This design comes from an exercise in tuning for small area, a short achievable clock period and few clock cycles per item on the open sky130 flow, not from production work. Where RTL was checked, it was by simulation tests only, not by an equivalence proof against the original. Power figures rest on the tool's default switching activity, not on a simulated workload.

==> inputs of v28 <==
==> flow/design.v <==
`default_nettype none
package lkvc_pkg;
  localparam int MAX_ENTRIES_DEF = 16;
  localparam int KEY_W = 32;
  localparam int VAL_W = 32;
  localparam int CAP_W = 5;
  localparam logic [CAP_W-1:0] CAP_RESET = 5'd16;
  localparam logic OP_GET = 1'b0;
  localparam logic OP_PUT = 1'b1;
  localparam logic [VAL_W-1:0] MISS_VALUE = 32'hFFFF_FFFF;
  localparam logic [VAL_W-1:0] PUT_VALUE = 32'h0000_0000;
endpackage
`default_nettype wire
`default_nettype none
import lkvc_pkg::*;
module lru_key_value_cache #(
  parameter int MAX_ENTRIES = MAX_ENTRIES_DEF
) (
  input  wire                     clk,
  input  wire                     rst_n,
  input  wire                     start,
  output logic                    busy,
  input  wire                     in_opcode,
  input  wire  signed [KEY_W-1:0] in_key,
  input  wire  signed [VAL_W-1:0] in_value,
  output logic                    out_strobe,
  output logic                    out_hit,
  output logic signed [VAL_W-1:0] out_read_value,
  input  wire                     cfg_we,
  input  wire         [CAP_W-1:0] cfg_wdata
);
  localparam int N = MAX_ENTRIES;
  logic [CAP_W-1:0] cap_r;
  logic [N-1:0]     valid_r;      
  logic             full_r;
  logic             s1_vld_r;
  logic             s1_op_r;
  logic [KEY_W-1:0] s1_key_r;
  logic [VAL_W-1:0] s1_val_r;
  logic [N-1:0]     s1_eq_r;      
  logic             s1_same_r;    
  logic [N-1:0]     wr_prev_r;    
  logic             s2_vld_r;
  logic             s2_op_r;
  logic [KEY_W-1:0] s2_key_r;
  logic [VAL_W-1:0] s2_val_r;
  logic [N-1:0]     s2_match_r;   
  logic             s2_found_r;   
  logic [KEY_W-1:0] key_r [N];
  logic [VAL_W-1:0] val_r [N];
  logic             newer_r [N][N];
  logic             res_vld_r;
  logic             res_hit_r;
  logic [VAL_W-1:0] res_val_r;
  assign busy = 1'b0;
  logic [N-1:0]     cap_sel;
  logic [VAL_W-1:0] rd_val;
  always_comb begin
    for (int i = 0; i < N; i++) begin
      cap_sel[i] = (cap_r == CAP_W'(i + 1)) || (i == 0 && cap_r == '0) ||
                   (i == N - 1 && cap_r > CAP_W'(N));
    end
    rd_val = '0;
    for (int i = 0; i < N; i++) begin
      rd_val = rd_val | (val_r[i] & {VAL_W{s2_match_r[i]}});
    end
  end
  logic [N-1:0] victim_r;       
  logic [N-1:0] valid, free, miss_slot, slot, upd, wr;
  logic         s2_put, s2_wrote, s2_putmiss, do_ins;
  always_comb begin
    valid = valid_r;
    for (int i = 0; i < N; i++) begin
      free[i] = !valid_r[i] && ((i == 0) ? 1'b1 : valid_r[i-1]);
    end
    miss_slot = full_r ? victim_r : free;
    s2_put     = s2_op_r == OP_PUT;
    s2_wrote   = s2_vld_r && s2_put;
    s2_putmiss = s2_wrote && !s2_found_r;
    do_ins     = s2_putmiss && !full_r;
    slot = s2_found_r ? s2_match_r : miss_slot;
    upd  = slot & {N{s2_vld_r && (s2_found_r || s2_put)}};
    wr   = slot & {N{s2_wrote}};
  end
  logic [N-1:0] valid_nxt, second, victim_nxt;
  logic         newer_nxt [N][N];
  logic         full_nxt, victim_used;
  always_comb begin
    for (int i = 0; i < N; i++) begin
      for (int j = i + 1; j < N; j++) begin
        newer_nxt[i][j] = upd[i] || (newer_r[i][j] && !upd[j]);
      end
    end
    valid_nxt = do_ins ? {valid_r[N-2:0], 1'b1} : valid_r;
    full_nxt  = |(valid_nxt & cap_sel);
    for (int i = 0; i < N; i++) begin
      logic v;
      v = valid_r[i] && !victim_r[i];
      for (int j = 0; j < N; j++) begin
        if (j < i) begin
          v = v && (newer_r[j][i] || victim_r[j]);
        end else if (j > i) begin
          v = v && (!valid_r[j] || !newer_r[i][j] || victim_r[j]);
        end
      end
      second[i] = v;
    end
    victim_used = |(upd & victim_r);
    if (victim_used) begin
      victim_nxt = second | (victim_r & {N{!valid_r[1]}});
    end else begin
      victim_nxt = victim_r | (upd & {N{!valid_r[0]}});
    end
  end
  logic [N-1:0] s0_eq;
  logic         s0_same;
  always_comb begin
    for (int i = 0; i < N; i++) begin
      s0_eq[i] = key_r[i] == in_key;
    end
    s0_same = in_key == s2_key_r;
  end
  logic [N-1:0] s1_eq, s1_keep, s1_match, s1_match_fix;
  logic         s1_same, s1_found, s1_fwd;
  always_comb begin
    s1_eq = (s1_eq_r & ~wr_prev_r) | (wr_prev_r & {N{s1_same_r}});
    for (int i = 0; i < N; i++) begin
      s1_keep[i] = valid[i] && !(s2_putmiss && miss_slot[i]);
    end
    s1_match = s1_eq & s1_keep;
    s1_same  = (s1_key_r == s2_key_r);
    s1_fwd   = s2_wrote && s1_same;
    s1_found = s1_fwd || (|s1_match);
    s1_match_fix = s1_fwd ? slot : s1_match;
  end
  always_ff @(posedge clk) begin
    if (!rst_n) begin
      s1_vld_r  <= 1'b0;
      s2_vld_r  <= 1'b0;
      res_vld_r <= 1'b0;
      cap_r     <= CAP_RESET;
      valid_r   <= '0;
      full_r    <= 1'b0;
      victim_r  <= '0;
    end else begin
      s1_vld_r  <= start;
      s2_vld_r  <= s1_vld_r;
      res_vld_r <= s2_vld_r;
      if (cfg_we) begin
        cap_r <= cfg_wdata;
      end
      valid_r <= valid_nxt;
      full_r <= full_nxt;
      victim_r <= victim_nxt;
    end
  end
  always_ff @(posedge clk) begin
    s1_op_r    <= in_opcode;
    s1_key_r   <= in_key;
    s1_val_r   <= in_value;
    s1_eq_r    <= s0_eq;
    s1_same_r  <= s0_same;
    wr_prev_r  <= wr;
    s2_op_r    <= s1_op_r;
    s2_key_r   <= s1_key_r;
    s2_val_r   <= s1_val_r;
    s2_match_r <= s1_match_fix;
    s2_found_r <= s1_found;
    for (int i = 0; i < N; i++) begin
      if (wr[i]) begin
        val_r[i] <= s2_val_r;
      end
      if (wr[i] && !s2_found_r) begin
        key_r[i] <= s2_key_r;
      end
      for (int j = i + 1; j < N; j++) begin
        newer_r[i][j] <= newer_nxt[i][j];
      end
    end
    res_hit_r <= s2_found_r;
    if (s2_put) begin
      res_val_r <= PUT_VALUE;
    end else if (s2_found_r) begin
      res_val_r <= rd_val;
    end else begin
      res_val_r <= MISS_VALUE;
    end
  end
  assign out_strobe     = res_vld_r;
  assign out_hit        = res_hit_r;
  assign out_read_value = res_val_r;
endmodule
`default_nettype wire
==> flow/flow/run.sh <==
#!/bin/bash
# Standard layout, with clock tree synthesis told not to add dummy loads and
# the port buffers started from the smallest buffer.
set -euo pipefail
export CTS_ARGS="-sink_clustering_enable -repair_clock_nets -dont_use_dummy_load -sink_clustering_size 24 -sink_clustering_max_diameter 60"
export BUFFER_PORTS_ARGS="-buffer_cell sky130_fd_sc_hd__buf_1"
bash standard.sh > standard.log 2>&1
==> flow/standard.sh <==
#!/bin/bash
# synth_recipe.tcl (not shown) runs the flow's synth.tcl, then flattens the netlist and writes it again
# the make line also repeats each setting of config.mk as NAME=value (left out here)
make -C /OpenROAD-flow-scripts/flow DESIGN_CONFIG=/design/flow/config.mk WORK_HOME=/design/flow/orfs CLKGATE_MAP_FILE= SYNTH_SCRIPT=/design/flow/synth_recipe.tcl "${@:-finish}"
==> flow/config.mk <==
export PLATFORM = sky130hd
export DESIGN_NAME = lru_key_value_cache
export DESIGN_NICKNAME = lru_key_value_cache
export VERILOG_FILES = /design/flow/design.v
export SDC_FILE = /design/flow/constraint.sdc
export NUM_CORES = 4
export LEC_CHECK = 0
export CAP_MARGIN = 20
export CORE_MARGIN = 2
export CORE_UTILIZATION = 60
export CTS_CLUSTER_DIAMETER = 60
export CTS_CLUSTER_SIZE = 24
export GPL_ROUTABILITY_DRIVEN = 0
export PLACE_DENSITY = 0.72
export SETUP_SLACK_MARGIN = 4.0
export SLEW_MARGIN = 20
==> flow/constraint.sdc <==
create_clock -name core_clock -period 6.5 [get_ports {clk}]
set_input_delay 1.3000 -clock core_clock [delete_from_list [all_inputs] [get_ports {clk}]]
set_output_delay 1.3000 -clock core_clock [all_outputs]
set_load 0.01 [all_outputs]
==> inputs of v20, as changes to v28 <==
==> flow/design.v, changed modules only <==
module lru_key_value_cache #(
  parameter int MAX_ENTRIES = MAX_ENTRIES_DEF
) (
  input  wire                     clk,
  input  wire                     rst_n,
  input  wire                     start,
  output logic                    busy,
  input  wire                     in_opcode,
  input  wire  signed [KEY_W-1:0] in_key,
  input  wire  signed [VAL_W-1:0] in_value,
  output logic                    out_strobe,
  output logic                    out_hit,
  output logic signed [VAL_W-1:0] out_read_value,
  input  wire                     cfg_we,
  input  wire         [CAP_W-1:0] cfg_wdata
);
  localparam int N = MAX_ENTRIES;
  logic [CAP_W-1:0] cap_r;
  logic [N-1:0]     valid_r;
  logic             full_r;
  logic             s2_vld_r;
  logic             s2_op_r;
  logic [KEY_W-1:0] s2_key_r;
  logic [VAL_W-1:0] s2_val_r;
  logic [N-1:0]     s2_match_r;   
  logic             s2_found_r;   
  logic             s2_fwd_r;     
  logic [N-1:0]     wr_prev_r;    
  logic [KEY_W-1:0] key_r [N];
  logic [VAL_W-1:0] val_r [N];
  logic             newer_r [N][N];
  logic             res_vld_r;
  logic             res_hit_r;
  logic [VAL_W-1:0] res_val_r;
  assign busy = 1'b0;
  logic [N-1:0] victim, free, miss_slot;
  logic         s2_put, s2_wrote, s2_putmiss;
  always_comb begin
    for (int i = 0; i < N; i++) begin
      logic v;
      v = valid_r[i];
      for (int j = 0; j < N; j++) begin
        if (j < i) begin
          v = v && newer_r[j][i];
        end else if (j > i) begin
          v = v && (!valid_r[j] || !newer_r[i][j]);
        end
      end
      victim[i] = v;
      free[i] = !valid_r[i] && ((i == 0) ? 1'b1 : valid_r[i-1]);
    end
    miss_slot = full_r ? victim : free;
    s2_put     = s2_op_r == OP_PUT;
    s2_wrote   = s2_vld_r && s2_put;
    s2_putmiss = s2_wrote && !s2_found_r;
  end
  logic [N-1:0] s1_match;
  logic         s1_same, s1_any, s1_evict, s1_found;
  always_comb begin
    for (int i = 0; i < N; i++) begin
      s1_match[i] = valid_r[i] && (key_r[i] == in_key);
    end
    s1_same  = (in_key == s2_key_r);
    s1_any   = |s1_match;
    s1_evict = |(s1_match & miss_slot);
    s1_found = (s2_wrote && s1_same) || (s1_any && !(s2_putmiss && s1_evict));
  end
  logic [N-1:0] match, slot, upd, wr;
  logic [N-1:0] valid_nxt;
  logic [N-1:0] cap_sel;
  logic         do_ins, full_nxt;
  logic [VAL_W-1:0] rd_val;
  always_comb begin
    match = s2_fwd_r ? wr_prev_r : s2_match_r;
    slot  = s2_found_r ? match : miss_slot;
    upd   = slot & {N{s2_vld_r && (s2_found_r || s2_put)}};
    wr    = slot & {N{s2_wrote}};
    do_ins = s2_putmiss && !full_r;
    valid_nxt = do_ins ? {valid_r[N-2:0], 1'b1} : valid_r;
    for (int i = 0; i < N; i++) begin
      cap_sel[i] = (cap_r == CAP_W'(i + 1)) || (i == 0 && cap_r == '0) ||
                   (i == N - 1 && cap_r > CAP_W'(N));
    end
    full_nxt = |(valid_nxt & cap_sel);
    rd_val = '0;
    for (int i = 0; i < N; i++) begin
      rd_val = rd_val | (val_r[i] & {VAL_W{match[i]}});
    end
  end
  always_ff @(posedge clk) begin
    if (!rst_n) begin
      s2_vld_r  <= 1'b0;
      res_vld_r <= 1'b0;
      cap_r     <= CAP_RESET;
      valid_r   <= '0;
      full_r    <= 1'b0;
    end else begin
      s2_vld_r  <= start;
      res_vld_r <= s2_vld_r;
      if (cfg_we) begin
        cap_r <= cfg_wdata;
      end
      valid_r <= valid_nxt;
      full_r  <= full_nxt;
    end
  end
  always_ff @(posedge clk) begin
    s2_op_r    <= in_opcode;
    s2_key_r   <= in_key;
    s2_val_r   <= in_value;
    s2_match_r <= s1_match;
    s2_found_r <= s1_found;
    s2_fwd_r   <= s2_wrote && s1_same;
    wr_prev_r  <= wr;
    for (int i = 0; i < N; i++) begin
      if (wr[i]) begin
        val_r[i] <= s2_val_r;
      end
      if (wr[i] && !s2_found_r) begin
        key_r[i] <= s2_key_r;
      end
      for (int j = i + 1; j < N; j++) begin
        if (upd[i]) begin
          newer_r[i][j] <= 1'b1;
        end else if (upd[j]) begin
          newer_r[i][j] <= 1'b0;
        end
      end
    end
    res_hit_r <= s2_found_r;
    if (s2_put) begin
      res_val_r <= PUT_VALUE;
    end else if (s2_found_r) begin
      res_val_r <= rd_val;
    end else begin
      res_val_r <= MISS_VALUE;
    end
  end
  assign out_strobe     = res_vld_r;
  assign out_hit        = res_hit_r;
  assign out_read_value = res_val_r;
endmodule
==> flow/run.sh (new file) <==
#!/bin/bash
# synth_recipe.tcl (not shown) runs the flow's synth.tcl, then flattens the netlist and writes it again
# the make line also repeats each setting of config.mk as NAME=value (left out here)
make -C /OpenROAD-flow-scripts/flow DESIGN_CONFIG=/design/flow/config.mk WORK_HOME=/design/flow/orfs CLKGATE_MAP_FILE= SYNTH_SCRIPT=/design/flow/synth_recipe.tcl finish
- CTS_CLUSTER_DIAMETER: 60 -> not set
- CTS_CLUSTER_SIZE: 24 -> not set
- GPL_ROUTABILITY_DRIVEN: 0 -> not set
- PLACE_DENSITY: 0.72 -> not set
removed: flow/flow/run.sh
removed: flow/standard.sh
==> comparison <==
Wire length: v20 is higher than v28 (9.8%).
In v20 the non-clock buffer count is higher than in v28, by 215.
v20 passed the timing, design-rule and antenna checks. v28 completed without violations.
Of v28 and v20, v28 has the higher via count (gap about 3.7%, measured against v20).
In v20 the sequential cell count is lower than in v28, by 98.
Of v28 and v20, v20 has the higher combinational power (gap about 26%, measured against v20).
In v28 the register-to-register slack is higher than in v20, by 70 ps.
Setup slack: v20 is lower than v28 (170 ps).
Of v28 and v20, v20 has the higher global-route usage (gap 5.1 points).
In v28 the area after synthesis is higher than in v20, by about 7%.
==> figures <==
|  | v20 | v28 |
|---|---|---|
| Run status | no timing/DRC/antenna violations | no timing/DRC/antenna violations |
| Number of DRC violations after detailed-routing iteration 0 | 4928 | 5120 |
| Number of warnings reported in the yosys synthesis log | 4 | 5 |
| Leakage Power | 21.41 nW | 19.84 nW |
| Sequential share of power | 0.518 | 0.628 |
| Flop-to-flop setup slack | 3820 ps | 3890 ps |
| Nets in the synthesized netlist | 3219 | 3662 |
| Clock distribution power | 7.76 mW | 5.18 mW |
| Post-Synth Simple-Gate Area | 0.06846 | 0.07682 |
| Reg-to-reg startpoint | valid_r[14]$_SDFF_PN0_ | valid_r[4]$_SDFF_PN0_ |
| Average vias per placed instance | 6.640 | 6.727 |
| Clock buffers created by TritonCTS | 134 | 91 |
| GR met2 Demand/Resource | 0.6261 | 0.5565 |
| H-tree level count | 4 | 3 |
| Total design power | 17.78 mW | 15.53 mW |
| Worst Path Class, Setup | input port to register | register to register |
| Fraction of area in multi-input gates | 0.2196 | 0.2412 |
| Number of gates resized after cts | 675 | 89 |
| Number of well taps | 1060 | 1155 |
| Final instance area | 61020 um2 | 57850 um2 |
Testbench counts of v28, summed over its fixed seeds: cycles 16,048, items 16,000.
No functional check of the RTL was part of v20.

## separate check: timing with driven ports
How much do the figures lean on ideal ports? The routed layouts below were timed once more, with nothing changed but the port constraints. Step 1, drivers: a clkbuf_16 drives clk and a buf_2 each remaining input, both assumed. Step 2 adds t to the input delays and takes it off the output delays; t is the mean of the earliest and latest rising clock arrival at the registers after step 1. Input paths then give back, and output paths get back, about the clock's delay inside the block. a / b / c = no drivers / after step 1 / after step 2; a / b = the first two.
run | t, ns | slack for setup (ns) | hold slack, ns
v28 | 0.720 | 3.888 / 3.888 / 3.264 | 0.327 / 0.327 / 0.327
v20 | 0.803 | 3.719 / 3.772 / 2.969 | 0.451 / 0.451 / 0.451
After both steps setup and hold are still met in every run listed. For v20, which loses most, drivers alone change the setup slack by +0.053 ns; drivers and shift together by -0.750 ns.
